This is an optimization exercise on Yosys and OpenROAD, whose aim is small area, not a production implementation. Function was checked by simulation only, so behaviour that the tests miss may differ from the original. Power is estimated from default activity; no workload was simulated.

--- design/flow/config.mk ---
export PLATFORM = sky130hd
export DESIGN_NAME = gauss_filter_top
export DESIGN_NICKNAME = gauss_filter_top
export VERILOG_FILES = /design/flow/design.v
export SDC_FILE = /design/flow/constraint.sdc
export NUM_CORES = 4
export LEC_CHECK = 0
export CAP_MARGIN = 20
export CORE_MARGIN = 2
export CORE_UTILIZATION = 70
export CTS_BUF_LIST = sky130_fd_sc_hd__clkbuf_8
export CTS_CLUSTER_DIAMETER = 60
export CTS_CLUSTER_SIZE = 16
export GPL_TIMING_DRIVEN = 0
export PLACE_DENSITY = 0.8
export SLEW_MARGIN = 20
export SYNTH_HIERARCHICAL = 1
--- design/flow/constraint.sdc ---
create_clock -name core_clock -period 5.0 [get_ports {clk}]
set_input_delay 1.0000 -clock core_clock [delete_from_list [all_inputs] [get_ports {clk}]]
set_output_delay 1.0000 -clock core_clock [all_outputs]
set_load 0.01 [all_outputs]
--- design/flow/design.v ---
package gauss_pkg;
  typedef logic [8-1:0] pixel_t;
  typedef logic signed [18-1:0] coeff_t;
  typedef logic signed [8+18-1:0] product_t;
  typedef logic signed [48-1:0] sum_t;
endpackage
`timescale 1ns/100ps
module gauss_filter_top
(
  input  logic   clk,
  input  logic   rst,
  input  gauss_pkg::pixel_t pa,
  input  gauss_pkg::pixel_t pb,
  input  gauss_pkg::pixel_t pc,
  input  gauss_pkg::pixel_t pd,
  input  gauss_pkg::pixel_t pe,
  output gauss_pkg::pixel_t p_out
);
  logic rst_d;                              
  logic s0;
  logic c1;
  logic s2;
  logic c3;
  logic s4;
  logic c5;
  logic s6;
  logic c7;
  logic s8;
  logic c9;
  logic s10;
  logic c11;
  logic s12;
  logic c13;
  logic s14;
  logic c15;
  logic s16;
  logic c17;
  logic s18;
  logic c19;
  logic s20;
  logic c21;
  logic s22;
  logic c23;
  logic s24;
  logic c25;
  logic s26;
  logic c27;
  logic s28;
  logic c29;
  logic s30;
  logic c31;
  logic s32;
  logic c33;
  logic s34;
  logic c35;
  logic s36;
  logic c37;
  logic s38;
  logic c39;
  logic s40;
  logic c41;
  logic s42;
  logic c43;
  logic s44;
  logic c45;
  logic s46;
  logic c47;
  logic s48;
  logic c49;
  logic s50;
  logic c51;
  logic o52;
  logic o53;
  logic s54;
  logic c55;
  logic s56;
  logic c57;
  logic s58;
  logic c59;
  logic s60;
  logic c61;
  logic s62;
  logic c63;
  logic s64;
  logic c65;
  logic s66;
  logic c67;
  logic s68;
  logic c69;
  logic s70;
  logic c71;
  logic s72;
  logic c73;
  logic s74;
  logic c75;
  logic s76;
  logic c77;
  logic s78;
  logic c79;
  logic [12:0] xv0;
  logic [12:0] xv0_d;
  logic xv0_c9;
  logic s80;
  logic c81;
  logic s82;
  logic c83;
  logic s84;
  logic c85;
  logic s86;
  logic c87;
  logic s88;
  logic c89;
  logic s90;
  logic c91;
  logic s92;
  logic c93;
  logic s94;
  logic c95;
  logic [8:0] xb;
  logic [8:0] xb_d;
  logic [7:0] xc;
  logic [7:0] xc_d;
  logic [12:0] r1;
  logic [12:0] r1_d;
  logic r1_c9;
  logic s96;
  logic c97;
  logic s98;
  logic c99;
  logic s100;
  logic c101;
  logic s102;
  logic c103;
  logic s104;
  logic c105;
  logic s106;
  logic c107;
  logic s108;
  logic c109;
  logic s110;
  logic c111;
  logic s112;
  logic c113;
  logic s114;
  logic c115;
  logic s116;
  logic c117;
  logic s118;
  logic c119;
  logic s120;
  logic c121;
  logic s122;
  logic c123;
  logic s124;
  logic c125;
  logic s126;
  logic c127;
  logic s128;
  logic c129;
  logic s130;
  logic c131;
  logic s132;
  logic c133;
  logic s134;
  logic c135;
  logic s136;
  logic c137;
  logic s138;
  logic c139;
  logic s140;
  logic c141;
  logic s142;
  logic c143;
  logic s144;
  logic c145;
  logic [14:0] r2p;
  logic [14:0] r2p_d;
  logic r2p_c11;
  logic s146;
  logic c147;
  logic s148;
  logic c149;
  logic s150;
  logic c151;
  logic s152;
  logic c153;
  logic s154;
  logic c155;
  logic s156;
  logic c157;
  logic s158;
  logic c159;
  logic s160;
  logic c161;
  logic s162;
  logic c163;
  logic s164;
  logic c165;
  logic s166;
  logic c167;
  logic s168;
  logic c169;
  logic s170;
  logic c171;
  logic s172;
  logic c173;
  logic s174;
  logic c175;
  logic s176;
  logic c177;
  logic s178;
  logic c179;
  logic [10:0] r2q;
  logic [10:0] r2q_d;
  logic s180;
  logic c181;
  logic s182;
  logic c183;
  logic s184;
  logic c185;
  logic s186;
  logic c187;
  logic s188;
  logic c189;
  logic s190;
  logic c191;
  logic s192;
  logic c193;
  logic s194;
  logic c195;
  logic s196;
  logic c197;
  logic s198;
  logic c199;
  logic s200;
  logic c201;
  logic s202;
  logic c203;
  logic s204;
  logic c205;
  logic s206;
  logic c207;
  logic s208;
  logic c209;
  logic s210;
  logic c211;
  logic s212;
  logic c213;
  logic s214;
  logic c215;
  logic s216;
  logic c217;
  logic s218;
  logic c219;
  logic s220;
  logic c221;
  logic s222;
  logic c223;
  logic s224;
  logic c225;
  logic s226;
  logic c227;
  logic s228;
  logic c229;
  logic s230;
  logic c231;
  logic s232;
  logic c233;
  logic s234;
  logic c235;
  logic s236;
  logic c237;
  logic s238;
  logic c239;
  logic s240;
  logic c241;
  logic s242;
  logic c243;
  logic s244;
  logic c245;
  logic s246;
  logic c247;
  logic o248;
  logic o249;
  logic s250;
  logic c251;
  logic o252;
  logic o253;
  logic s254;
  logic c255;
  logic s256;
  logic c257;
  logic s258;
  logic c259;
  logic s260;
  logic c261;
  logic s262;
  logic c263;
  logic s264;
  logic c265;
  logic s266;
  logic c267;
  logic s268;
  logic c269;
  logic s270;
  logic c271;
  logic s272;
  logic c273;
  logic s274;
  logic c275;
  logic s276;
  logic c277;
  logic s278;
  logic c279;
  logic o280;
  logic o281;
  logic [15:0] r3p;
  logic [15:0] r3p_d;
  logic r3p_c12;
  logic s282;
  logic c283;
  logic s284;
  logic c285;
  logic s286;
  logic c287;
  logic s288;
  logic c289;
  logic s290;
  logic c291;
  logic s292;
  logic c293;
  logic s294;
  logic c295;
  logic s296;
  logic c297;
  logic s298;
  logic c299;
  logic s300;
  logic c301;
  logic s302;
  logic c303;
  logic s304;
  logic c305;
  logic s306;
  logic c307;
  logic s308;
  logic c309;
  logic s310;
  logic c311;
  logic s312;
  logic c313;
  logic s314;
  logic c315;
  logic s316;
  logic c317;
  logic s318;
  logic c319;
  logic s320;
  logic c321;
  logic s322;
  logic c323;
  logic s324;
  logic c325;
  logic s326;
  logic c327;
  logic s328;
  logic c329;
  logic s330;
  logic c331;
  logic s332;
  logic c333;
  logic s334;
  logic c335;
  logic n336;
  logic [12:0] r3q;
  logic [12:0] r3q_d;
  logic r3q_c11;
  logic s337;
  logic c338;
  logic s339;
  logic c340;
  logic s341;
  logic c342;
  logic s343;
  logic c344;
  logic s345;
  logic c346;
  logic s347;
  logic c348;
  logic s349;
  logic c350;
  logic s351;
  logic c352;
  logic s353;
  logic c354;
  logic s355;
  logic c356;
  logic s357;
  logic c358;
  logic s359;
  logic c360;
  logic s361;
  logic c362;
  logic o363;
  logic o364;
  logic s365;
  logic c366;
  logic s367;
  logic c368;
  logic s369;
  logic c370;
  logic s371;
  logic c372;
  logic s373;
  logic c374;
  logic s375;
  logic c376;
  logic s377;
  logic c378;
  logic s379;
  logic c380;
  logic s381;
  logic c382;
  logic s383;
  logic c384;
  logic s385;
  logic c386;
  logic s387;
  logic c388;
  logic [16:0] r4p;
  logic [16:0] r4p_d;
  logic r4p_c13;
  logic o389;
  logic o390;
  logic o391;
  logic o392;
  logic s393;
  logic c394;
  logic s395;
  logic c396;
  logic s397;
  logic c398;
  logic s399;
  logic c400;
  logic s401;
  logic c402;
  logic s403;
  logic c404;
  logic s405;
  logic c406;
  logic s407;
  logic c408;
  logic s409;
  logic c410;
  logic s411;
  logic c412;
  logic s413;
  logic c414;
  logic s415;
  logic c416;
  logic s417;
  logic c418;
  logic s419;
  logic c420;
  logic s421;
  logic c422;
  logic s423;
  logic c424;
  logic s425;
  logic c426;
  logic s427;
  logic c428;
  logic s429;
  logic c430;
  logic s431;
  logic c432;
  logic s433;
  logic c434;
  logic s435;
  logic c436;
  logic s437;
  logic c438;
  logic s439;
  logic c440;
  logic s441;
  logic c442;
  logic s443;
  logic c444;
  logic s445;
  logic c446;
  logic s447;
  logic c448;
  logic s449;
  logic c450;
  logic [7:0] r4q;
  logic [7:0] r4q_d;
  logic r4q_c5;
  logic s451;
  logic c452;
  logic o453;
  logic o454;
  logic s455;
  logic c456;
  logic s457;
  logic c458;
  logic s459;
  logic c460;
  logic s461;
  logic c462;
  logic s463;
  logic c464;
  logic s465;
  logic c466;
  logic s467;
  logic c468;
  logic s469;
  logic c470;
  logic s471;
  logic c472;
  logic s473;
  logic c474;
  logic s475;
  logic c476;
  logic s477;
  logic c478;
  logic s479;
  logic c480;
  logic s481;
  logic c482;
  logic s483;
  logic c484;
  logic s485;
  logic c486;
  logic o487;
  logic o488;
  logic s489;
  logic c490;
  logic s491;
  logic c492;
  logic s493;
  logic c494;
  logic s495;
  logic c496;
  logic s497;
  logic c498;
  logic s499;
  logic c500;
  logic s501;
  logic c502;
  logic s503;
  logic c504;
  logic s505;
  logic c506;
  logic o507;
  logic o508;
  logic s509;
  logic c510;
  logic s511;
  logic c512;
  logic s513;
  logic c514;
  logic s515;
  logic c516;
  logic s517;
  logic c518;
  logic o519;
  logic o520;
  logic s521;
  logic c522;
  logic s523;
  logic c524;
  logic s525;
  logic c526;
  logic s527;
  logic c528;
  logic s529;
  logic c530;
  logic s531;
  logic c532;
  logic s533;
  logic c534;
  logic s535;
  logic c536;
  logic s537;
  logic c538;
  logic s539;
  logic c540;
  logic s541;
  logic c542;
  logic s543;
  logic c544;
  logic o545;
  logic o546;
  logic x547;
  logic s548;
  logic c549;
  logic x550;
  logic s551;
  logic c552;
  logic x553;
  logic s554;
  logic c555;
  logic x556;
  logic s557;
  logic c558;
  logic p559;
  logic s560;
  logic c561;
  logic s562;
  logic c563;
  logic s564;
  logic c565;
  logic s566;
  logic c567;
  logic s568;
  logic c569;
  logic s570;
  logic c571;
  logic s572;
  logic c573;
  logic s574;
  logic c575;
  logic [7:0] f1;
  logic [7:0] f1_d;
  logic f1_c0;
  logic f1_g1;
  logic f1_p2;
  logic ci576;
  logic s577;
  logic c578;
  logic s579;
  logic c580;
  logic s581;
  logic c582;
  logic s583;
  logic c584;
  logic s585;
  logic c586;
  logic s587;
  logic c588;
  logic s589;
  logic c590;
  logic s591;
  logic c592;
  logic [7:0] res;
  gauss_fa u_s0 (.a(pa[0]), .b(pe[0]), .ci(~pc[0]), .s(s0), .co(c1));
  gauss_fa u_s2 (.a(pa[1]), .b(pe[1]), .ci(~pc[1]), .s(s2), .co(c3));
  gauss_fa u_s4 (.a(pa[2]), .b(pe[2]), .ci(pb[0]), .s(s4), .co(c5));
  gauss_fa u_s6 (.a(pd[0]), .b(~pc[2]), .ci(c3), .s(s6), .co(c7));
  gauss_fa u_s8 (.a(pa[3]), .b(pe[3]), .ci(pb[1]), .s(s8), .co(c9));
  gauss_fa u_s10 (.a(pd[1]), .b(pc[0]), .ci(~pc[3]), .s(s10), .co(c11));
  gauss_fa u_s12 (.a(c5), .b(s8), .ci(s10), .s(s12), .co(c13));
  gauss_fa u_s14 (.a(pa[4]), .b(pe[4]), .ci(pb[2]), .s(s14), .co(c15));
  gauss_fa u_s16 (.a(pd[2]), .b(pc[1]), .ci(~pc[4]), .s(s16), .co(c17));
  gauss_fa u_s18 (.a(c9), .b(c11), .ci(s14), .s(s18), .co(c19));
  gauss_fa u_s20 (.a(s16), .b(s18), .ci(c13), .s(s20), .co(c21));
  gauss_fa u_s22 (.a(pa[5]), .b(pe[5]), .ci(pb[3]), .s(s22), .co(c23));
  gauss_fa u_s24 (.a(pd[3]), .b(pc[2]), .ci(~pc[5]), .s(s24), .co(c25));
  gauss_fa u_s26 (.a(c15), .b(c17), .ci(s22), .s(s26), .co(c27));
  gauss_fa u_s28 (.a(s24), .b(c19), .ci(s26), .s(s28), .co(c29));
  gauss_fa u_s30 (.a(pa[6]), .b(pe[6]), .ci(pb[4]), .s(s30), .co(c31));
  gauss_fa u_s32 (.a(pd[4]), .b(pc[3]), .ci(~pc[6]), .s(s32), .co(c33));
  gauss_fa u_s34 (.a(c23), .b(c25), .ci(s30), .s(s34), .co(c35));
  gauss_fa u_s36 (.a(s32), .b(c27), .ci(s34), .s(s36), .co(c37));
  gauss_fa u_s38 (.a(pa[7]), .b(pe[7]), .ci(pb[5]), .s(s38), .co(c39));
  gauss_fa u_s40 (.a(pd[5]), .b(pc[4]), .ci(~pc[7]), .s(s40), .co(c41));
  gauss_fa u_s42 (.a(c31), .b(c33), .ci(s38), .s(s42), .co(c43));
  gauss_fa u_s44 (.a(s40), .b(c35), .ci(s42), .s(s44), .co(c45));
  gauss_fa u_s46 (.a(pb[6]), .b(pd[6]), .ci(pc[5]), .s(s46), .co(c47));
  gauss_fa u_s48 (.a(c39), .b(c41), .ci(s46), .s(s48), .co(c49));
  gauss_fa u_s50 (.a(c43), .b(s48), .ci(c45), .s(s50), .co(c51));
  gauss_xnor u_o52 (.a(pb[7]), .b(pd[7]), .o(o52));
  gauss_or u_o53 (.a(pb[7]), .b(pd[7]), .o(o53));
  gauss_fa u_s54 (.a(pc[6]), .b(o52), .ci(c47), .s(s54), .co(c55));
  gauss_fa u_s56 (.a(c49), .b(s54), .ci(c51), .s(s56), .co(c57));
  gauss_fa u_s58 (.a(pc[7]), .b(o53), .ci(c55), .s(s58), .co(c59));
  gauss_ha u_s60 (.a(c1), .b(s2), .s(s60), .co(c61));
  gauss_fa u_s62 (.a(s4), .b(s6), .ci(c61), .s(s62), .co(c63));
  gauss_fa u_s64 (.a(c7), .b(s12), .ci(c63), .s(s64), .co(c65));
  gauss_ha u_s66 (.a(s20), .b(c65), .s(s66), .co(c67));
  gauss_fa u_s68 (.a(c21), .b(s28), .ci(c67), .s(s68), .co(c69));
  gauss_fa u_s70 (.a(c29), .b(s36), .ci(c69), .s(s70), .co(c71));
  gauss_fa u_s72 (.a(c37), .b(s44), .ci(c71), .s(s72), .co(c73));
  gauss_ha u_s74 (.a(s50), .b(c73), .s(s74), .co(c75));
  gauss_ha u_s76 (.a(c57), .b(s58), .s(s76), .co(c77));
  gauss_ha u_s78 (.a(c59), .b(c77), .s(s78), .co(c79));
  assign xv0_d[0] = s0;
  assign xv0_d[1] = s60;
  assign xv0_d[2] = s62;
  assign xv0_d[3] = s64;
  assign xv0_d[4] = s66;
  assign xv0_d[5] = s68;
  assign xv0_d[6] = s70;
  assign xv0_d[7] = s72;
  assign xv0_d[8] = s74;
  assign xv0_d[9] = s56;
  assign xv0_d[10] = s76;
  assign xv0_d[11] = s78;
  assign xv0_d[12] = c79;
  gauss_ha u_s80 (.a(pb[0]), .b(pd[0]), .s(s80), .co(c81));
  gauss_fa u_s82 (.a(pb[1]), .b(pd[1]), .ci(c81), .s(s82), .co(c83));
  gauss_fa u_s84 (.a(pb[2]), .b(pd[2]), .ci(c83), .s(s84), .co(c85));
  gauss_fa u_s86 (.a(pb[3]), .b(pd[3]), .ci(c85), .s(s86), .co(c87));
  gauss_fa u_s88 (.a(pb[4]), .b(pd[4]), .ci(c87), .s(s88), .co(c89));
  gauss_fa u_s90 (.a(pb[5]), .b(pd[5]), .ci(c89), .s(s90), .co(c91));
  gauss_fa u_s92 (.a(pb[6]), .b(pd[6]), .ci(c91), .s(s92), .co(c93));
  gauss_fa u_s94 (.a(pb[7]), .b(pd[7]), .ci(c93), .s(s94), .co(c95));
  assign xb_d[0] = s80;
  assign xb_d[1] = s82;
  assign xb_d[2] = s84;
  assign xb_d[3] = s86;
  assign xb_d[4] = s88;
  assign xb_d[5] = s90;
  assign xb_d[6] = s92;
  assign xb_d[7] = s94;
  assign xb_d[8] = c95;
  assign xc_d[0] = pc[0];
  assign xc_d[1] = pc[1];
  assign xc_d[2] = pc[2];
  assign xc_d[3] = pc[3];
  assign xc_d[4] = pc[4];
  assign xc_d[5] = pc[5];
  assign xc_d[6] = pc[6];
  assign xc_d[7] = pc[7];
  assign r1_d[0] = xv0[0];
  assign r1_d[1] = xv0[1];
  assign r1_d[2] = xv0[2];
  assign r1_d[3] = xv0[3];
  assign r1_d[4] = xv0[4];
  assign r1_d[5] = xv0[5];
  assign r1_d[6] = xv0[6];
  assign r1_d[7] = xv0[7];
  assign r1_d[8] = xv0[8];
  assign r1_d[9] = xv0[9];
  assign r1_d[10] = xv0[10];
  assign r1_d[11] = xv0[11];
  assign r1_d[12] = xv0[12];
  gauss_fa u_s96 (.a(r1[2]), .b(xv0[0]), .ci(~xc[1]), .s(s96), .co(c97));
  gauss_fa u_s98 (.a(r1[3]), .b(xv0[1]), .ci(~xc[2]), .s(s98), .co(c99));
  gauss_fa u_s100 (.a(r1[4]), .b(xv0[2]), .ci(~xc[3]), .s(s100), .co(c101));
  gauss_fa u_s102 (.a(r1[5]), .b(xv0[3]), .ci(~xc[4]), .s(s102), .co(c103));
  gauss_fa u_s104 (.a(r1[6]), .b(xv0[4]), .ci(~xc[5]), .s(s104), .co(c105));
  gauss_fa u_s106 (.a(r1[7]), .b(xv0[5]), .ci(~xc[6]), .s(s106), .co(c107));
  gauss_fa u_s108 (.a(r1[8]), .b(xv0[6]), .ci(~xc[7]), .s(s108), .co(c109));
  gauss_fa u_s110 (.a(r1[9]), .b(r1_c9), .ci(xv0[7]), .s(s110), .co(c111));
  gauss_fa u_s112 (.a(r1[10]), .b(xv0[8]), .ci(c111), .s(s112), .co(c113));
  gauss_fa u_s114 (.a(r1[11]), .b(xv0[9]), .ci(xv0_c9), .s(s114), .co(c115));
  gauss_fa u_s116 (.a(r1[12]), .b(xv0[10]), .ci(c115), .s(s116), .co(c117));
  gauss_ha u_s118 (.a(r1[1]), .b(~xc[0]), .s(s118), .co(c119));
  gauss_ha u_s120 (.a(s96), .b(c119), .s(s120), .co(c121));
  gauss_fa u_s122 (.a(c97), .b(s98), .ci(c121), .s(s122), .co(c123));
  gauss_fa u_s124 (.a(c99), .b(s100), .ci(c123), .s(s124), .co(c125));
  gauss_fa u_s126 (.a(c101), .b(s102), .ci(c125), .s(s126), .co(c127));
  gauss_fa u_s128 (.a(c103), .b(s104), .ci(c127), .s(s128), .co(c129));
  gauss_fa u_s130 (.a(c105), .b(s106), .ci(c129), .s(s130), .co(c131));
  gauss_fa u_s132 (.a(c107), .b(s108), .ci(c131), .s(s132), .co(c133));
  gauss_fa u_s134 (.a(c109), .b(s110), .ci(c133), .s(s134), .co(c135));
  gauss_ha u_s136 (.a(s112), .b(c135), .s(s136), .co(c137));
  gauss_ha u_s138 (.a(c113), .b(s114), .s(s138), .co(c139));
  gauss_ha u_s140 (.a(s116), .b(c139), .s(s140), .co(c141));
  gauss_fa u_s142 (.a(xv0[11]), .b(c117), .ci(c141), .s(s142), .co(c143));
  assign s144 = xv0[12] ^ c143;
  assign r2p_d[0] = r1[0];
  assign r2p_d[1] = s118;
  assign r2p_d[2] = s120;
  assign r2p_d[3] = s122;
  assign r2p_d[4] = s124;
  assign r2p_d[5] = s126;
  assign r2p_d[6] = s128;
  assign r2p_d[7] = s130;
  assign r2p_d[8] = s132;
  assign r2p_d[9] = s134;
  assign r2p_d[10] = s136;
  assign r2p_d[11] = s138;
  assign r2p_d[12] = s140;
  assign r2p_d[13] = s142;
  assign r2p_d[14] = s144;
  gauss_fa u_s146 (.a(xb[2]), .b(xc[0]), .ci(~xc[2]), .s(s146), .co(c147));
  gauss_fa u_s148 (.a(xb[3]), .b(xc[1]), .ci(~xc[3]), .s(s148), .co(c149));
  gauss_fa u_s150 (.a(xb[4]), .b(xc[2]), .ci(~xc[4]), .s(s150), .co(c151));
  gauss_fa u_s152 (.a(xb[5]), .b(xc[3]), .ci(~xc[5]), .s(s152), .co(c153));
  gauss_fa u_s154 (.a(xb[6]), .b(xc[4]), .ci(~xc[6]), .s(s154), .co(c155));
  gauss_fa u_s156 (.a(xb[7]), .b(xc[5]), .ci(~xc[7]), .s(s156), .co(c157));
  gauss_fa u_s158 (.a(xb[8]), .b(xc[6]), .ci(c157), .s(s158), .co(c159));
  gauss_ha u_s160 (.a(xb[0]), .b(~xc[0]), .s(s160), .co(c161));
  gauss_fa u_s162 (.a(xb[1]), .b(~xc[1]), .ci(c161), .s(s162), .co(c163));
  gauss_ha u_s164 (.a(s146), .b(c163), .s(s164), .co(c165));
  gauss_fa u_s166 (.a(c147), .b(s148), .ci(c165), .s(s166), .co(c167));
  gauss_fa u_s168 (.a(c149), .b(s150), .ci(c167), .s(s168), .co(c169));
  gauss_fa u_s170 (.a(c151), .b(s152), .ci(c169), .s(s170), .co(c171));
  gauss_fa u_s172 (.a(c153), .b(s154), .ci(c171), .s(s172), .co(c173));
  gauss_fa u_s174 (.a(c155), .b(s156), .ci(c173), .s(s174), .co(c175));
  gauss_ha u_s176 (.a(s158), .b(c175), .s(s176), .co(c177));
  gauss_fa u_s178 (.a(xc[7]), .b(c159), .ci(c177), .s(s178), .co(c179));
  assign r2q_d[0] = s160;
  assign r2q_d[1] = s162;
  assign r2q_d[2] = s164;
  assign r2q_d[3] = s166;
  assign r2q_d[4] = s168;
  assign r2q_d[5] = s170;
  assign r2q_d[6] = s172;
  assign r2q_d[7] = s174;
  assign r2q_d[8] = s176;
  assign r2q_d[9] = s178;
  assign r2q_d[10] = c179;
  gauss_fa u_s180 (.a(r2p[1]), .b(~xv0[1]), .ci(~xb[0]), .s(s180), .co(c181));
  gauss_fa u_s182 (.a(r2p[2]), .b(~xv0[2]), .ci(~xb[1]), .s(s182), .co(c183));
  gauss_fa u_s184 (.a(r2p[3]), .b(xv0[0]), .ci(~xv0[3]), .s(s184), .co(c185));
  gauss_fa u_s186 (.a(~xb[2]), .b(~xc[0]), .ci(c183), .s(s186), .co(c187));
  gauss_fa u_s188 (.a(r2p[4]), .b(xv0[1]), .ci(~xv0[4]), .s(s188), .co(c189));
  gauss_fa u_s190 (.a(~xb[3]), .b(~xc[1]), .ci(c185), .s(s190), .co(c191));
  gauss_fa u_s192 (.a(s188), .b(c187), .ci(s190), .s(s192), .co(c193));
  gauss_fa u_s194 (.a(r2p[5]), .b(xv0[2]), .ci(~xv0[5]), .s(s194), .co(c195));
  gauss_fa u_s196 (.a(~xb[4]), .b(~xc[2]), .ci(c189), .s(s196), .co(c197));
  gauss_fa u_s198 (.a(s194), .b(c191), .ci(s196), .s(s198), .co(c199));
  gauss_fa u_s200 (.a(r2p[6]), .b(xv0[3]), .ci(~xv0[6]), .s(s200), .co(c201));
  gauss_fa u_s202 (.a(~xb[5]), .b(~xc[3]), .ci(c195), .s(s202), .co(c203));
  gauss_fa u_s204 (.a(s200), .b(c197), .ci(s202), .s(s204), .co(c205));
  gauss_fa u_s206 (.a(r2p[7]), .b(xv0[4]), .ci(~xv0[7]), .s(s206), .co(c207));
  gauss_fa u_s208 (.a(~xb[6]), .b(~xc[4]), .ci(c201), .s(s208), .co(c209));
  gauss_fa u_s210 (.a(s206), .b(c203), .ci(s208), .s(s210), .co(c211));
  gauss_fa u_s212 (.a(r2p[8]), .b(xv0[5]), .ci(~xv0[8]), .s(s212), .co(c213));
  gauss_fa u_s214 (.a(~xb[7]), .b(~xc[5]), .ci(c207), .s(s214), .co(c215));
  gauss_fa u_s216 (.a(s212), .b(c209), .ci(s214), .s(s216), .co(c217));
  gauss_fa u_s218 (.a(r2p[9]), .b(xv0[6]), .ci(~xv0[9]), .s(s218), .co(c219));
  gauss_fa u_s220 (.a(~xv0_c9), .b(~xb[8]), .ci(~xc[6]), .s(s220), .co(c221));
  gauss_fa u_s222 (.a(c213), .b(s218), .ci(s220), .s(s222), .co(c223));
  gauss_fa u_s224 (.a(c215), .b(s222), .ci(c217), .s(s224), .co(c225));
  gauss_fa u_s226 (.a(r2p[10]), .b(xv0[7]), .ci(~xv0[10]), .s(s226), .co(c227));
  gauss_fa u_s228 (.a(~xc[7]), .b(c219), .ci(c221), .s(s228), .co(c229));
  gauss_fa u_s230 (.a(s226), .b(c223), .ci(s228), .s(s230), .co(c231));
  gauss_fa u_s232 (.a(r2p[11]), .b(r2p_c11), .ci(xv0[8]), .s(s232), .co(c233));
  gauss_fa u_s234 (.a(~xv0[11]), .b(c227), .ci(s232), .s(s234), .co(c235));
  gauss_fa u_s236 (.a(c229), .b(s234), .ci(c231), .s(s236), .co(c237));
  gauss_fa u_s238 (.a(r2p[12]), .b(xv0[9]), .ci(xv0_c9), .s(s238), .co(c239));
  gauss_fa u_s240 (.a(~xv0[12]), .b(c233), .ci(s238), .s(s240), .co(c241));
  gauss_fa u_s242 (.a(c235), .b(s240), .ci(c237), .s(s242), .co(c243));
  gauss_fa u_s244 (.a(r2p[13]), .b(xv0[10]), .ci(c239), .s(s244), .co(c245));
  gauss_fa u_s246 (.a(c241), .b(s244), .ci(c243), .s(s246), .co(c247));
  gauss_xnor u_o248 (.a(r2p[14]), .b(xv0[11]), .o(o248));
  gauss_or u_o249 (.a(r2p[14]), .b(xv0[11]), .o(o249));
  gauss_fa u_s250 (.a(o248), .b(c245), .ci(c247), .s(s250), .co(c251));
  gauss_xnor u_o252 (.a(xv0[12]), .b(o249), .o(o252));
  gauss_or u_o253 (.a(xv0[12]), .b(o249), .o(o253));
  gauss_ha u_s254 (.a(r2p[0]), .b(~xv0[0]), .s(s254), .co(c255));
  gauss_ha u_s256 (.a(s180), .b(c255), .s(s256), .co(c257));
  gauss_fa u_s258 (.a(c181), .b(s182), .ci(c257), .s(s258), .co(c259));
  gauss_fa u_s260 (.a(s184), .b(s186), .ci(c259), .s(s260), .co(c261));
  gauss_ha u_s262 (.a(s192), .b(c261), .s(s262), .co(c263));
  gauss_fa u_s264 (.a(c193), .b(s198), .ci(c263), .s(s264), .co(c265));
  gauss_fa u_s266 (.a(c199), .b(s204), .ci(c265), .s(s266), .co(c267));
  gauss_fa u_s268 (.a(c205), .b(s210), .ci(c267), .s(s268), .co(c269));
  gauss_fa u_s270 (.a(c211), .b(s216), .ci(c269), .s(s270), .co(c271));
  gauss_ha u_s272 (.a(s224), .b(c271), .s(s272), .co(c273));
  gauss_fa u_s274 (.a(c225), .b(s230), .ci(c273), .s(s274), .co(c275));
  gauss_ha u_s276 (.a(s236), .b(c275), .s(s276), .co(c277));
  gauss_ha u_s278 (.a(c251), .b(o252), .s(s278), .co(c279));
  assign r3p_d[0] = s254;
  assign r3p_d[1] = s256;
  assign r3p_d[2] = s258;
  assign r3p_d[3] = s260;
  assign r3p_d[4] = s262;
  assign r3p_d[5] = s264;
  assign r3p_d[6] = s266;
  assign r3p_d[7] = s268;
  assign r3p_d[8] = s270;
  assign r3p_d[9] = s272;
  assign r3p_d[10] = s274;
  assign r3p_d[11] = s276;
  assign r3p_d[12] = s242;
  assign r3p_d[13] = s246;
  assign r3p_d[14] = s250;
  assign r3p_d[15] = s278;
  gauss_fa u_s282 (.a(r2q[2]), .b(xb[0]), .ci(xc[0]), .s(s282), .co(c283));
  gauss_fa u_s284 (.a(r2q[3]), .b(xb[1]), .ci(xc[1]), .s(s284), .co(c285));
  gauss_fa u_s286 (.a(~xb[3]), .b(c283), .ci(s284), .s(s286), .co(c287));
  gauss_fa u_s288 (.a(r2q[4]), .b(xb[2]), .ci(xc[2]), .s(s288), .co(c289));
  gauss_fa u_s290 (.a(~xb[4]), .b(c285), .ci(s288), .s(s290), .co(c291));
  gauss_fa u_s292 (.a(r2q[5]), .b(xb[3]), .ci(xc[3]), .s(s292), .co(c293));
  gauss_fa u_s294 (.a(~xb[5]), .b(c289), .ci(s292), .s(s294), .co(c295));
  gauss_fa u_s296 (.a(r2q[6]), .b(xb[4]), .ci(xc[4]), .s(s296), .co(c297));
  gauss_fa u_s298 (.a(~xb[6]), .b(c293), .ci(s296), .s(s298), .co(c299));
  gauss_fa u_s300 (.a(r2q[7]), .b(xb[5]), .ci(xc[5]), .s(s300), .co(c301));
  gauss_fa u_s302 (.a(~xb[7]), .b(c297), .ci(s300), .s(s302), .co(c303));
  gauss_fa u_s304 (.a(r2q[8]), .b(xb[6]), .ci(xc[6]), .s(s304), .co(c305));
  gauss_fa u_s306 (.a(~xb[8]), .b(c301), .ci(s304), .s(s306), .co(c307));
  gauss_fa u_s308 (.a(r2q[9]), .b(xb[7]), .ci(xc[7]), .s(s308), .co(c309));
  gauss_fa u_s310 (.a(c305), .b(s308), .ci(c307), .s(s310), .co(c311));
  gauss_fa u_s312 (.a(r2q[10]), .b(xb[8]), .ci(c309), .s(s312), .co(c313));
  gauss_ha u_s314 (.a(r2q[0]), .b(~xb[0]), .s(s314), .co(c315));
  gauss_fa u_s316 (.a(r2q[1]), .b(~xb[1]), .ci(c315), .s(s316), .co(c317));
  gauss_fa u_s318 (.a(~xb[2]), .b(s282), .ci(c317), .s(s318), .co(c319));
  gauss_ha u_s320 (.a(s286), .b(c319), .s(s320), .co(c321));
  gauss_fa u_s322 (.a(c287), .b(s290), .ci(c321), .s(s322), .co(c323));
  gauss_fa u_s324 (.a(c291), .b(s294), .ci(c323), .s(s324), .co(c325));
  gauss_fa u_s326 (.a(c295), .b(s298), .ci(c325), .s(s326), .co(c327));
  gauss_fa u_s328 (.a(c299), .b(s302), .ci(c327), .s(s328), .co(c329));
  gauss_fa u_s330 (.a(c303), .b(s306), .ci(c329), .s(s330), .co(c331));
  gauss_ha u_s332 (.a(s310), .b(c331), .s(s332), .co(c333));
  gauss_fa u_s334 (.a(c311), .b(s312), .ci(c333), .s(s334), .co(c335));
  assign n336 = ~c313;
  assign r3q_d[0] = s314;
  assign r3q_d[1] = s316;
  assign r3q_d[2] = s318;
  assign r3q_d[3] = s320;
  assign r3q_d[4] = s322;
  assign r3q_d[5] = s324;
  assign r3q_d[6] = s326;
  assign r3q_d[7] = s328;
  assign r3q_d[8] = s330;
  assign r3q_d[9] = s332;
  assign r3q_d[10] = s334;
  assign r3q_d[11] = n336;
  assign r3q_d[12] = c313;
  gauss_fa u_s337 (.a(r3p[2]), .b(xv0[0]), .ci(~xc[1]), .s(s337), .co(c338));
  gauss_fa u_s339 (.a(r3p[3]), .b(xv0[1]), .ci(~xc[2]), .s(s339), .co(c340));
  gauss_fa u_s341 (.a(r3p[4]), .b(xv0[2]), .ci(~xc[3]), .s(s341), .co(c342));
  gauss_fa u_s343 (.a(r3p[5]), .b(xv0[3]), .ci(~xc[4]), .s(s343), .co(c344));
  gauss_fa u_s345 (.a(r3p[6]), .b(xv0[4]), .ci(~xc[5]), .s(s345), .co(c346));
  gauss_fa u_s347 (.a(r3p[7]), .b(xv0[5]), .ci(~xc[6]), .s(s347), .co(c348));
  gauss_fa u_s349 (.a(r3p[8]), .b(xv0[6]), .ci(~xc[7]), .s(s349), .co(c350));
  gauss_fa u_s351 (.a(r3p[9]), .b(xv0[7]), .ci(c350), .s(s351), .co(c352));
  gauss_fa u_s353 (.a(r3p[10]), .b(xv0[8]), .ci(c352), .s(s353), .co(c354));
  gauss_fa u_s355 (.a(r3p[11]), .b(xv0[9]), .ci(xv0_c9), .s(s355), .co(c356));
  gauss_fa u_s357 (.a(r3p[12]), .b(r3p_c12), .ci(xv0[10]), .s(s357), .co(c358));
  gauss_fa u_s359 (.a(r3p[13]), .b(xv0[11]), .ci(c358), .s(s359), .co(c360));
  gauss_fa u_s361 (.a(r3p[14]), .b(xv0[12]), .ci(c360), .s(s361), .co(c362));
  gauss_xnor u_o363 (.a(r3p[15]), .b(c362), .o(o363));
  gauss_or u_o364 (.a(r3p[15]), .b(c362), .o(o364));
  gauss_ha u_s365 (.a(r3p[1]), .b(~xc[0]), .s(s365), .co(c366));
  gauss_ha u_s367 (.a(s337), .b(c366), .s(s367), .co(c368));
  gauss_fa u_s369 (.a(c338), .b(s339), .ci(c368), .s(s369), .co(c370));
  gauss_fa u_s371 (.a(c340), .b(s341), .ci(c370), .s(s371), .co(c372));
  gauss_fa u_s373 (.a(c342), .b(s343), .ci(c372), .s(s373), .co(c374));
  gauss_fa u_s375 (.a(c344), .b(s345), .ci(c374), .s(s375), .co(c376));
  gauss_fa u_s377 (.a(c346), .b(s347), .ci(c376), .s(s377), .co(c378));
  gauss_fa u_s379 (.a(c348), .b(s349), .ci(c378), .s(s379), .co(c380));
  gauss_ha u_s381 (.a(s351), .b(c380), .s(s381), .co(c382));
  gauss_ha u_s383 (.a(s353), .b(c382), .s(s383), .co(c384));
  gauss_fa u_s385 (.a(c354), .b(s355), .ci(c384), .s(s385), .co(c386));
  gauss_fa u_s387 (.a(c356), .b(s357), .ci(c386), .s(s387), .co(c388));
  assign r4p_d[0] = r3p[0];
  assign r4p_d[1] = s365;
  assign r4p_d[2] = s367;
  assign r4p_d[3] = s369;
  assign r4p_d[4] = s371;
  assign r4p_d[5] = s373;
  assign r4p_d[6] = s375;
  assign r4p_d[7] = s377;
  assign r4p_d[8] = s379;
  assign r4p_d[9] = s381;
  assign r4p_d[10] = s383;
  assign r4p_d[11] = s385;
  assign r4p_d[12] = s387;
  assign r4p_d[13] = s359;
  assign r4p_d[14] = s361;
  assign r4p_d[15] = o363;
  assign r4p_d[16] = o364;
  gauss_xnor u_o389 (.a(r3q[0]), .b(xb[0]), .o(o389));
  gauss_or u_o390 (.a(r3q[0]), .b(xb[0]), .o(o390));
  gauss_xnor u_o391 (.a(r3q[1]), .b(xb[1]), .o(o391));
  gauss_or u_o392 (.a(r3q[1]), .b(xb[1]), .o(o392));
  gauss_fa u_s393 (.a(~xc[1]), .b(o391), .ci(o390), .s(s393), .co(c394));
  gauss_fa u_s395 (.a(r3q[2]), .b(xb[2]), .ci(xc[0]), .s(s395), .co(c396));
  gauss_fa u_s397 (.a(~xc[2]), .b(o392), .ci(s395), .s(s397), .co(c398));
  gauss_fa u_s399 (.a(r3q[3]), .b(xb[3]), .ci(xc[1]), .s(s399), .co(c400));
  gauss_fa u_s401 (.a(~xc[3]), .b(c396), .ci(s399), .s(s401), .co(c402));
  gauss_fa u_s403 (.a(r3q[4]), .b(xb[4]), .ci(xc[2]), .s(s403), .co(c404));
  gauss_fa u_s405 (.a(~xc[4]), .b(c400), .ci(s403), .s(s405), .co(c406));
  gauss_fa u_s407 (.a(r3q[5]), .b(xb[5]), .ci(xc[3]), .s(s407), .co(c408));
  gauss_fa u_s409 (.a(~xc[5]), .b(c404), .ci(s407), .s(s409), .co(c410));
  gauss_fa u_s411 (.a(r3q[6]), .b(xb[6]), .ci(xc[4]), .s(s411), .co(c412));
  gauss_fa u_s413 (.a(~xc[6]), .b(c408), .ci(s411), .s(s413), .co(c414));
  gauss_fa u_s415 (.a(r3q[7]), .b(xb[7]), .ci(xc[5]), .s(s415), .co(c416));
  gauss_fa u_s417 (.a(~xc[7]), .b(c412), .ci(s415), .s(s417), .co(c418));
  gauss_fa u_s419 (.a(r3q[8]), .b(xb[8]), .ci(xc[6]), .s(s419), .co(c420));
  gauss_fa u_s421 (.a(c416), .b(s419), .ci(c418), .s(s421), .co(c422));
  gauss_fa u_s423 (.a(r3q[9]), .b(xc[7]), .ci(c420), .s(s423), .co(c424));
  assign c426 = ~xc[0] & o389;
  assign c428 = s393 & c426;
  gauss_maj u_s429 (.a(c394), .b(s397), .ci(c428), .o(c430));
  gauss_maj u_s431 (.a(c398), .b(s401), .ci(c430), .o(c432));
  gauss_maj u_s433 (.a(c402), .b(s405), .ci(c432), .o(c434));
  gauss_fa u_s435 (.a(c406), .b(s409), .ci(c434), .s(s435), .co(c436));
  gauss_fa u_s437 (.a(c410), .b(s413), .ci(c436), .s(s437), .co(c438));
  gauss_fa u_s439 (.a(c414), .b(s417), .ci(c438), .s(s439), .co(c440));
  gauss_ha u_s441 (.a(s421), .b(c440), .s(s441), .co(c442));
  gauss_fa u_s443 (.a(c422), .b(s423), .ci(c442), .s(s443), .co(c444));
  gauss_ha u_s445 (.a(r3q[10]), .b(c424), .s(s445), .co(c446));
  gauss_fa u_s447 (.a(r3q[11]), .b(r3q_c11), .ci(c446), .s(s447), .co(c448));
  assign s449 = r3q[12] ^ c448;
  assign r4q_d[0] = s435;
  assign r4q_d[1] = s437;
  assign r4q_d[2] = s439;
  assign r4q_d[3] = s441;
  assign r4q_d[4] = s443;
  assign r4q_d[5] = s445;
  assign r4q_d[6] = s447;
  assign r4q_d[7] = s449;
  gauss_maj u_s451 (.a(r4q[0]), .b(~r4p[0]), .ci(~xv0[0]), .o(c452));
  gauss_xnor u_o453 (.a(r4q[1]), .b(~r4p[1]), .o(o453));
  gauss_or u_o454 (.a(r4q[1]), .b(~r4p[1]), .o(o454));
  gauss_maj u_s455 (.a(~xv0[1]), .b(o453), .ci(c452), .o(c456));
  gauss_fa u_s457 (.a(r4q[2]), .b(~r4p[2]), .ci(~xv0[2]), .s(s457), .co(c458));
  gauss_maj u_s459 (.a(o454), .b(s457), .ci(c456), .o(c460));
  gauss_fa u_s461 (.a(r4q[3]), .b(~r4p[3]), .ci(~xv0[3]), .s(s461), .co(c462));
  gauss_maj u_s463 (.a(c458), .b(s461), .ci(c460), .o(c464));
  gauss_fa u_s465 (.a(r4p[0]), .b(xv0[0]), .ci(r4q[4]), .s(s465), .co(c466));
  gauss_fa u_s467 (.a(~r4p[4]), .b(~xv0[4]), .ci(s465), .s(s467), .co(c468));
  gauss_maj u_s469 (.a(c462), .b(s467), .ci(c464), .o(c470));
  gauss_fa u_s471 (.a(r4p[1]), .b(xv0[1]), .ci(r4q[5]), .s(s471), .co(c472));
  gauss_fa u_s473 (.a(r4q_c5), .b(~r4p[5]), .ci(~xv0[5]), .s(s473), .co(c474));
  gauss_fa u_s475 (.a(c466), .b(s471), .ci(s473), .s(s475), .co(c476));
  gauss_maj u_s477 (.a(c468), .b(s475), .ci(c470), .o(c478));
  gauss_fa u_s479 (.a(r4p[2]), .b(xv0[2]), .ci(r4q[6]), .s(s479), .co(c480));
  gauss_fa u_s481 (.a(~r4p[6]), .b(~xv0[6]), .ci(c472), .s(s481), .co(c482));
  gauss_fa u_s483 (.a(s479), .b(c474), .ci(s481), .s(s483), .co(c484));
  gauss_maj u_s485 (.a(c476), .b(s483), .ci(c478), .o(c486));
  gauss_xnor u_o487 (.a(r4p[3]), .b(xv0[3]), .o(o487));
  gauss_or u_o488 (.a(r4p[3]), .b(xv0[3]), .o(o488));
  gauss_fa u_s489 (.a(r4q[7]), .b(~r4p[7]), .ci(~xv0[7]), .s(s489), .co(c490));
  gauss_fa u_s491 (.a(o487), .b(c480), .ci(s489), .s(s491), .co(c492));
  gauss_fa u_s493 (.a(c482), .b(s491), .ci(c484), .s(s493), .co(c494));
  gauss_fa u_s495 (.a(r4p[4]), .b(xv0[4]), .ci(~r4p[8]), .s(s495), .co(c496));
  gauss_fa u_s497 (.a(~xv0[8]), .b(o488), .ci(c490), .s(s497), .co(c498));
  gauss_fa u_s499 (.a(s495), .b(c492), .ci(s497), .s(s499), .co(c500));
  gauss_fa u_s501 (.a(r4p[5]), .b(xv0[5]), .ci(~r4p[9]), .s(s501), .co(c502));
  gauss_fa u_s503 (.a(~xv0[9]), .b(~xv0_c9), .ci(c496), .s(s503), .co(c504));
  gauss_fa u_s505 (.a(s501), .b(c498), .ci(s503), .s(s505), .co(c506));
  gauss_xnor u_o507 (.a(r4p[6]), .b(xv0[6]), .o(o507));
  gauss_or u_o508 (.a(r4p[6]), .b(xv0[6]), .o(o508));
  gauss_fa u_s509 (.a(~r4p[10]), .b(~xv0[10]), .ci(o507), .s(s509), .co(c510));
  gauss_fa u_s511 (.a(c502), .b(s509), .ci(c504), .s(s511), .co(c512));
  gauss_fa u_s513 (.a(r4p[7]), .b(xv0[7]), .ci(~r4p[11]), .s(s513), .co(c514));
  gauss_fa u_s515 (.a(~xv0[11]), .b(o508), .ci(s513), .s(s515), .co(c516));
  gauss_fa u_s517 (.a(c510), .b(s515), .ci(c512), .s(s517), .co(c518));
  gauss_xnor u_o519 (.a(r4p[8]), .b(xv0[8]), .o(o519));
  gauss_or u_o520 (.a(r4p[8]), .b(xv0[8]), .o(o520));
  gauss_fa u_s521 (.a(~r4p[12]), .b(~xv0[12]), .ci(o519), .s(s521), .co(c522));
  gauss_fa u_s523 (.a(c514), .b(s521), .ci(c516), .s(s523), .co(c524));
  gauss_fa u_s525 (.a(r4p[9]), .b(xv0[9]), .ci(xv0_c9), .s(s525), .co(c526));
  gauss_fa u_s527 (.a(~r4p[13]), .b(~r4p_c13), .ci(o520), .s(s527), .co(c528));
  gauss_fa u_s529 (.a(s525), .b(c522), .ci(s527), .s(s529), .co(c530));
  gauss_fa u_s531 (.a(r4p[10]), .b(xv0[10]), .ci(~r4p[14]), .s(s531), .co(c532));
  gauss_fa u_s533 (.a(c526), .b(s531), .ci(c528), .s(s533), .co(c534));
  gauss_fa u_s535 (.a(r4p[11]), .b(xv0[11]), .ci(~r4p[15]), .s(s535), .co(c536));
  gauss_fa u_s537 (.a(c532), .b(s535), .ci(c534), .s(s537), .co(c538));
  gauss_fa u_s539 (.a(r4p[12]), .b(xv0[12]), .ci(~r4p[16]), .s(s539), .co(c540));
  gauss_fa u_s541 (.a(c536), .b(s539), .ci(c538), .s(s541), .co(c542));
  gauss_fa u_s543 (.a(r4p[13]), .b(r4p_c13), .ci(c540), .s(s543), .co(c544));
  gauss_xnor u_o545 (.a(r4p[14]), .b(c544), .o(o545));
  gauss_or u_o546 (.a(r4p[14]), .b(c544), .o(o546));
  assign x547 = c486 ^ s493;
  assign c549 = c486 & s493;
  assign x550 = c494 ^ s499;
  gauss_maj u_s551 (.a(c494), .b(s499), .ci(c549), .o(c552));
  assign x553 = c500 ^ s505;
  gauss_maj u_s554 (.a(c500), .b(s505), .ci(c552), .o(c555));
  assign x556 = c506 ^ s511;
  gauss_maj u_s557 (.a(c506), .b(s511), .ci(c555), .o(c558));
  assign p559 = s517;
  gauss_ha u_s560 (.a(c518), .b(s523), .s(s560), .co(c561));
  gauss_fa u_s562 (.a(c524), .b(s529), .ci(c561), .s(s562), .co(c563));
  gauss_fa u_s564 (.a(c530), .b(s533), .ci(c563), .s(s564), .co(c565));
  gauss_ha u_s566 (.a(s537), .b(c565), .s(s566), .co(c567));
  gauss_ha u_s568 (.a(s541), .b(c567), .s(s568), .co(c569));
  gauss_fa u_s570 (.a(c542), .b(s543), .ci(c569), .s(s570), .co(c571));
  gauss_ha u_s572 (.a(o545), .b(c571), .s(s572), .co(c573));
  gauss_fa u_s574 (.a(r4p[15]), .b(o546), .ci(c573), .s(s574), .co(c575));
  assign f1_d[0] = s560;
  assign f1_d[1] = s562;
  assign f1_d[2] = s564;
  assign f1_d[3] = s566;
  assign f1_d[4] = s568;
  assign f1_d[5] = s570;
  assign f1_d[6] = s572;
  assign f1_d[7] = s574;
  assign ci576 = (f1_g1 | (f1_p2 & f1_c0));
  gauss_ha u_s577 (.a(f1[0]), .b(ci576), .s(s577), .co(c578));
  gauss_ha u_s579 (.a(f1[1]), .b(c578), .s(s579), .co(c580));
  gauss_ha u_s581 (.a(f1[2]), .b(c580), .s(s581), .co(c582));
  gauss_ha u_s583 (.a(f1[3]), .b(c582), .s(s583), .co(c584));
  gauss_ha u_s585 (.a(f1[4]), .b(c584), .s(s585), .co(c586));
  gauss_ha u_s587 (.a(f1[5]), .b(c586), .s(s587), .co(c588));
  gauss_ha u_s589 (.a(f1[6]), .b(c588), .s(s589), .co(c590));
  assign s591 = f1[7] ^ c590;
  assign res[0] = s577;
  assign res[1] = s579;
  assign res[2] = s581;
  assign res[3] = s583;
  assign res[4] = s585;
  assign res[5] = s587;
  assign res[6] = s589;
  assign res[7] = s591;
  always_ff @(posedge clk) begin
    if (rst) begin
      xv0 <= 13'd767;
      xv0_c9 <= 1'd0;
      xb <= 9'd0;
      xc <= 8'd0;
      r3p <= 16'd5095;
      r3p_c12 <= 1'd0;
    end else begin
      xv0 <= xv0_d;
      xv0_c9 <= c75;
      xb <= xb_d;
      xc <= xc_d;
      r3p <= r3p_d;
      r3p_c12 <= c277;
    end
  end
  always_ff @(posedge clk) begin
    if (rst | rst_d) begin
      r2p <= 15'd4345;
      r2p_c11 <= 1'd0;
      r3q <= 13'd2814;
      r3q_c11 <= 1'd0;
    end else begin
      r2p <= r2p_d;
      r2p_c11 <= c137;
      r3q <= r3q_d;
      r3q_c11 <= c335;
    end
  end
  always_ff @(posedge clk) begin
    r1 <= r1_d;
    r1_c9 <= xv0_c9;
    r2q <= r2q_d;
    r4p <= r4p_d;
    r4p_c13 <= c388;
    r4q <= r4q_d;
    r4q_c5 <= c444;
    f1 <= f1_d;
    f1_c0 <= c558;
    f1_g1 <= 1'b0;
    f1_p2 <= p559;
  end
  always_ff @(posedge clk) begin
    rst_d <= rst;
  end
  localparam int ODLY = 20;
  logic [7:0] dly [ODLY+1];
  always_ff @(posedge clk) begin
    dly[0] <= res;
    for (int i = 1; i <= ODLY; i++) begin
      dly[i] <= dly[i-1];
    end
  end
  logic [4:0] since_rst;
  always_ff @(posedge clk) begin
    if (rst) begin
      since_rst <= '0;
    end else if (since_rst != 5'd23) begin
      since_rst <= since_rst + 5'd1;
    end
  end
  assign p_out = (since_rst == 5'd23) ? dly[ODLY] : '0;
endmodule
module gauss_fa (input logic a, b, ci, output logic s, co);
  assign s  = a ^ b ^ ci;
  assign co = (a & b) | (a & ci) | (b & ci);
endmodule
module gauss_ha (input logic a, b, output logic s, co);
  assign s  = a ^ b;
  assign co = a & b;
endmodule
module gauss_maj (input logic a, b, ci, output logic o);
  assign o = (a & b) | (a & ci) | (b & ci);
endmodule
module gauss_xnor (input logic a, b, output logic o);
  assign o = ~(a ^ b);
endmodule
module gauss_or (input logic a, b, output logic o);
  assign o = a | b;
endmodule
--- design/flow/flow/run.sh ---
#!/bin/bash
cp standard.sh standard_copy.txt
export BUFFER_PORTS_ARGS="-buffer_cell sky130_fd_sc_hd__buf_1"
export CTS_ARGS="-sink_clustering_enable -repair_clock_nets -dont_use_dummy_load -buf_list sky130_fd_sc_hd__clkbuf_8 -sink_clustering_size 16 -sink_clustering_max_diameter 60"
bash standard.sh finish > standard_flow.log 2>&1
--- design/flow/standard.sh ---
#!/bin/bash
# synth_recipe.tcl (not shown) runs the flow's synth.tcl, then flattens the netlist and writes it again
# the make line also repeats each setting of config.mk as NAME=value (left out here)
make -C /OpenROAD-flow-scripts/flow DESIGN_CONFIG=/design/flow/config.mk WORK_HOME=/design/flow/orfs CLKGATE_MAP_FILE= SYNTH_SCRIPT=/design/flow/synth_recipe.tcl "${@:-finish}"
==> flow_summary.json <==
{
  "clkTransAtPathRegs_ps": 100,
  "synth_area_leaders": "dfxtp_1 (50%), fa_1 (36%), ha_1 (4.1%)",
  "ios": 50,
  "dr.pass1.iters": 4,
  "cp_slowest_cell": "fa_1",
  "clk_latency_ps": 540,
  "reg2reg_to": "r4p[12]$_DFF_P_",
  "reg2reg_slack_ps": 170,
  "core_area_mm2": 0.0174,
  "row_count": 48,
  "vdd_drop_max_uv": 516,
  "place.port_buffers": 49,
  "synth.net_count": 1090,
  "routed_wl_um": 19400,
  "hpwl_um": 15700,
  "cts_max_path_buffers": 3,
  "fillers": 1029,
  "hold-path-cell-count": 0,
  "setup_viol": 0,
  "holdCritPathClass": "flip-flop to flip-flop",
  "htree_levels": 1,
  "vias_per_cell": 5.12,
  "grt_pass1_wl_um": 33500,
  "hold_buffers": 0,
  "path_class": "flip-flop to flip-flop",
  "yosys.area.top_type": "dfxtp_1",
  "first_global_vias": 6686,
  "cts_buffers": 23,
  "synth_cell_type_count": 25,
  "grt_overflow": 0,
  "avgSynthCellArea_um2": 15.9,
  "worst_path_most_repeated_cell": "fa_1",
  "r2r_cells": 13,
  "drc": 0,
  "cts_sinks": 314,
  "fin_area_mm2": 0.0133,
  "dp_cells": 1059,
  "p_leak_nw": 5.44,
  "max_freq_ghz": 0.207,
  "yosys_register_bits": 314,
  "yosysWarnings": 8,
  "finalClockSkew_ps": 25.3,
  "min_from": "dly[4][0]$_DFF_P_",
  "r2r_start": "xc[1]$_SDFF_PP0_",
  "stdcell_count": 1091,
  "crit_chain": "clkinvlp_4 -> fa_1 -> ha_1 -> fa_1 -> fa_1 -> fa_1 -> fa_1 -> fa_1 -> fa_1 -> ha_1 -> ha_1 -> fa_1 -> fa_1",
  "nets": 1172,
  "areaGrowthSynthToFinish_pct": 6.96,
  "via_count": 5591,
  "wl_per_cell_um": 17.8,
  "slowest_delay_ps": 450,
  "worst_setup_path_start_kind": "flip-flop",
  "grt_max_degree": 17,
  "syn_inst": 785,
  "cts_root_buf": "clkbuf_8",
  "syn_area_mm2": 0.0125,
  "worst-path-max-fanout": 2,
  "gp_congestion": 0.831,
  "ys_seq_area_frac": 0.504,
  "fin_crit_sh": 0.966,
  "track_usage": 0.237,
  "die_w_um": 138,
  "synth_top_area_share": 0.504,
  "hold_violations": 0,
  "cts_tree": "built",
  "p_per_area_mw_per_mm2": 745,
  "rsz0062_at_grt": "no",
  "drive_gt1_frac": 0.0902,
  "end_kind": "flip-flop",
  "antenna_found_initial": 0,
  "worstPathRequired_ps": 5430,
  "start_util": 0.719,
  "drtIter0Drc": 146,
  "worstPathArrival_ps": 5260,
  "min_period_ps": 4830,
  "cap_viol_max_count": 0,
  "die_h_um": 138,
  "placed_area_mm2": 0.0129,
  "tightest_slew_ps": 756,
  "ant_nets": 0,
  "dieArea_mm2": 0.0189,
  "slew_viol_final": 0,
  "status": "timing/DRC/antenna clean",
  "min_to": "dly[5][0]$_DFF_P_",
  "relSlewSlack": 0.496
}
==> where the power goes <==
group	switching, mW	total [mW]	leakage, nW	internal, mW
registers	0.532	4.26	2.63	3.73
logic	2.17	4.57	2.64	2.40
clock network	0.699	1.11	0.165	0.414
total	3.40	9.94	5.44	6.54
==> final cells by class <==
cell class                      count  area [µm²]  area share
Antenna cell                        1        2.50    0.000188
Buffer                             10        47.5     0.00356
Clock buffer                       23         317      0.0237
Inverter                           58         225      0.0169
Multi-Input combinational cell    403        5930       0.444
Sequential cell                   314        6300       0.472
Tap cell                          225         282      0.0211
Timing Repair Buffer               57         244      0.0183
==> flip-flops by register name (all words and copies together), names as in the netlist, 5 cells and up <==
name and flops:
dly 168, f1 8, r1 13, r2p 15, r2q 11, r3p 16
r3q 13, r4p 17, r4q 8, since_rst 5, xb 9, xc 8
xv0 13
==> per-module statistics from Yosys, one instance, submodules excluded <==
module	cell area (µm²)	cells inside	times used
gauss_filter_top	7230	489	1
gauss_fa	20.0	1	222
gauss_or	6.26	1	10
gauss_xnor	8.76	1	11
gauss_ha	12.5	1	40
gauss_maj	11.3	1	13
==> layout by cell type (no fill, tap or decap), types with 7 or more instances in the layout <==
cell type | Yosys | routed
or3_1 | 15 | 15
clkbuf_1 | 7 | 7
fa_1 | 222 | 222
buf_1 | 0 | 49
inv_1 | 58 | 56
or2_1 | 10 | 10
clkbuf_8 | 0 | 23
nor2_1 | 12 | 12
or2_2 | 18 | 18
dfxtp_1 | 314 | 305
buf_4 | 0 | 8
maj3_2 | 13 | 13
xnor2_1 | 12 | 12
nor2b_1 | 22 | 22
dfxtp_2 | 0 | 7
and2_1 | 23 | 23
ha_1 | 41 | 41
==> stage by stage <==
step                      setup WS (ps)  power, mW  setup TNS (ps)  hold WS [ps]  utilization
final                               169       9.94               0           327        0.769
after global routing               2.48       11.2               0           331        0.769
after CTS                          24.4       10.2               0           329        0.765
after detailed placement           -148       9.00            -351           312        0.746
after global placement            -71.6       8.63            -120           309        0.746
after floorplan                     250       7.65               0           310            -
==> synth_stat cells <==
| master | n |
|---|---|
| a31oi_1 | 1 |
| and2_1 | 23 |
| and3_1 | 1 |
| and4b_4 | 1 |
| buf_2 | 2 |
| buf_6 | 1 |
| clkbuf_1 | 7 |
| dfxtp_1 | 314 |
| fa_1 | 222 |
| ha_1 | 41 |
| inv_1 | 58 |
| maj3_2 | 13 |
| mux2i_1 | 1 |
| nand2b_1 | 1 |
| nand3_1 | 2 |
| nor2_1 | 12 |
| nor2b_1 | 22 |
| nor3_1 | 2 |
| o21bai_1 | 1 |
| or2_1 | 10 |
| or2_2 | 18 |
| or3_1 | 15 |
| xnor2_1 | 12 |
| xor2_1 | 4 |
| xor2_2 | 1 |
==> cell families after synthesis <==
kind of cell,Yosys count,share of synthesized area
compound gates,2,0.00110
xor+xnor,17,0.0125
fa+ha+maj,276,0.409
buf+inv,68,0.0213
flops,314,0.504
mux,1,0.000802
simple gates,107,0.0514
==> routing by layer <==
metal | vias to the layer above | global-route usage | share of wire
met5 | - | 0 | 0
met4 | 0 | 0.0745 | 0.028
met3 | 41 | 0.0397 | 0.040
met2 | 93 | 0.401 | 0.51
met1 | 2919 | 0.321 | 0.42
li1 | 2538 | - | -
==> worst max-delay path by stage <==
stage | startpoint | to | slack, ps | depth (start not counted)
floorplan | xc[1]$_SDFF_PP0_ | r4p[12]$_DFF_P_ | 250 | 13
global placement | xc[1]$_SDFF_PP0_ | r4p[12]$_DFF_P_ | -70 | 13
detailed placement | xc[1]$_SDFF_PP0_ | r4p[12]$_DFF_P_ | -150 | 13
CTS | xv0[0]$_SDFF_PP1_ | r4p[12]$_DFF_P_ | 20 | 12
global route | xb[0]$_SDFF_PP0_ | r3p[11]$_SDFF_PP0_ | 2 | 14
finish | xc[1]$_SDFF_PP0_ | r4p[12]$_DFF_P_ | 170 | 13
==> critical path, delay by kind of cell (launching register included) <==
family / cells / cell delay [ps]
adder cells (fa/ha/maj): 12 / 4240
flip-flops: 1 / 370
buffers and inverters: 1 / 130
==> timing repair <==
item | 4_1_cts | 5_1_grt
buffers inserted | 1 | 7
pin swaps | 0 | 0
setup endpoints to repair | 4 | 4
gates resized for setup | 5 | 8

[port drivers added, routing unchanged]
How much do the figures lean on ideal ports? The routed layout below was timed once more, with nothing changed but the port constraints.
Step 1 assumes that a clkbuf_16 drives the clock port and a buf_2 every other input.
Step 2, shift: input delay + t, output delay - t, t = (earliest + latest rising clock arrival at the registers) / 2. This alone moves slack from input paths to output paths.
a / b / c = ideal ports / drivers / drivers and shift; a / b = the first two.
t, ns: 0.561
slack for setup (ns): 0.169 / 0.169 / 0.059
hold slack, ns: 0.327 / 0.327 / 0.327
latest minus earliest clock arrival (ns): 0.026 / 0.027
slew at the worst register clock pin (ns): 0.11 / 0.11
After both steps this run still meets setup and hold. For this run, drivers alone change the setup slack by 0.000 ns; drivers and shift together by -0.110 ns.
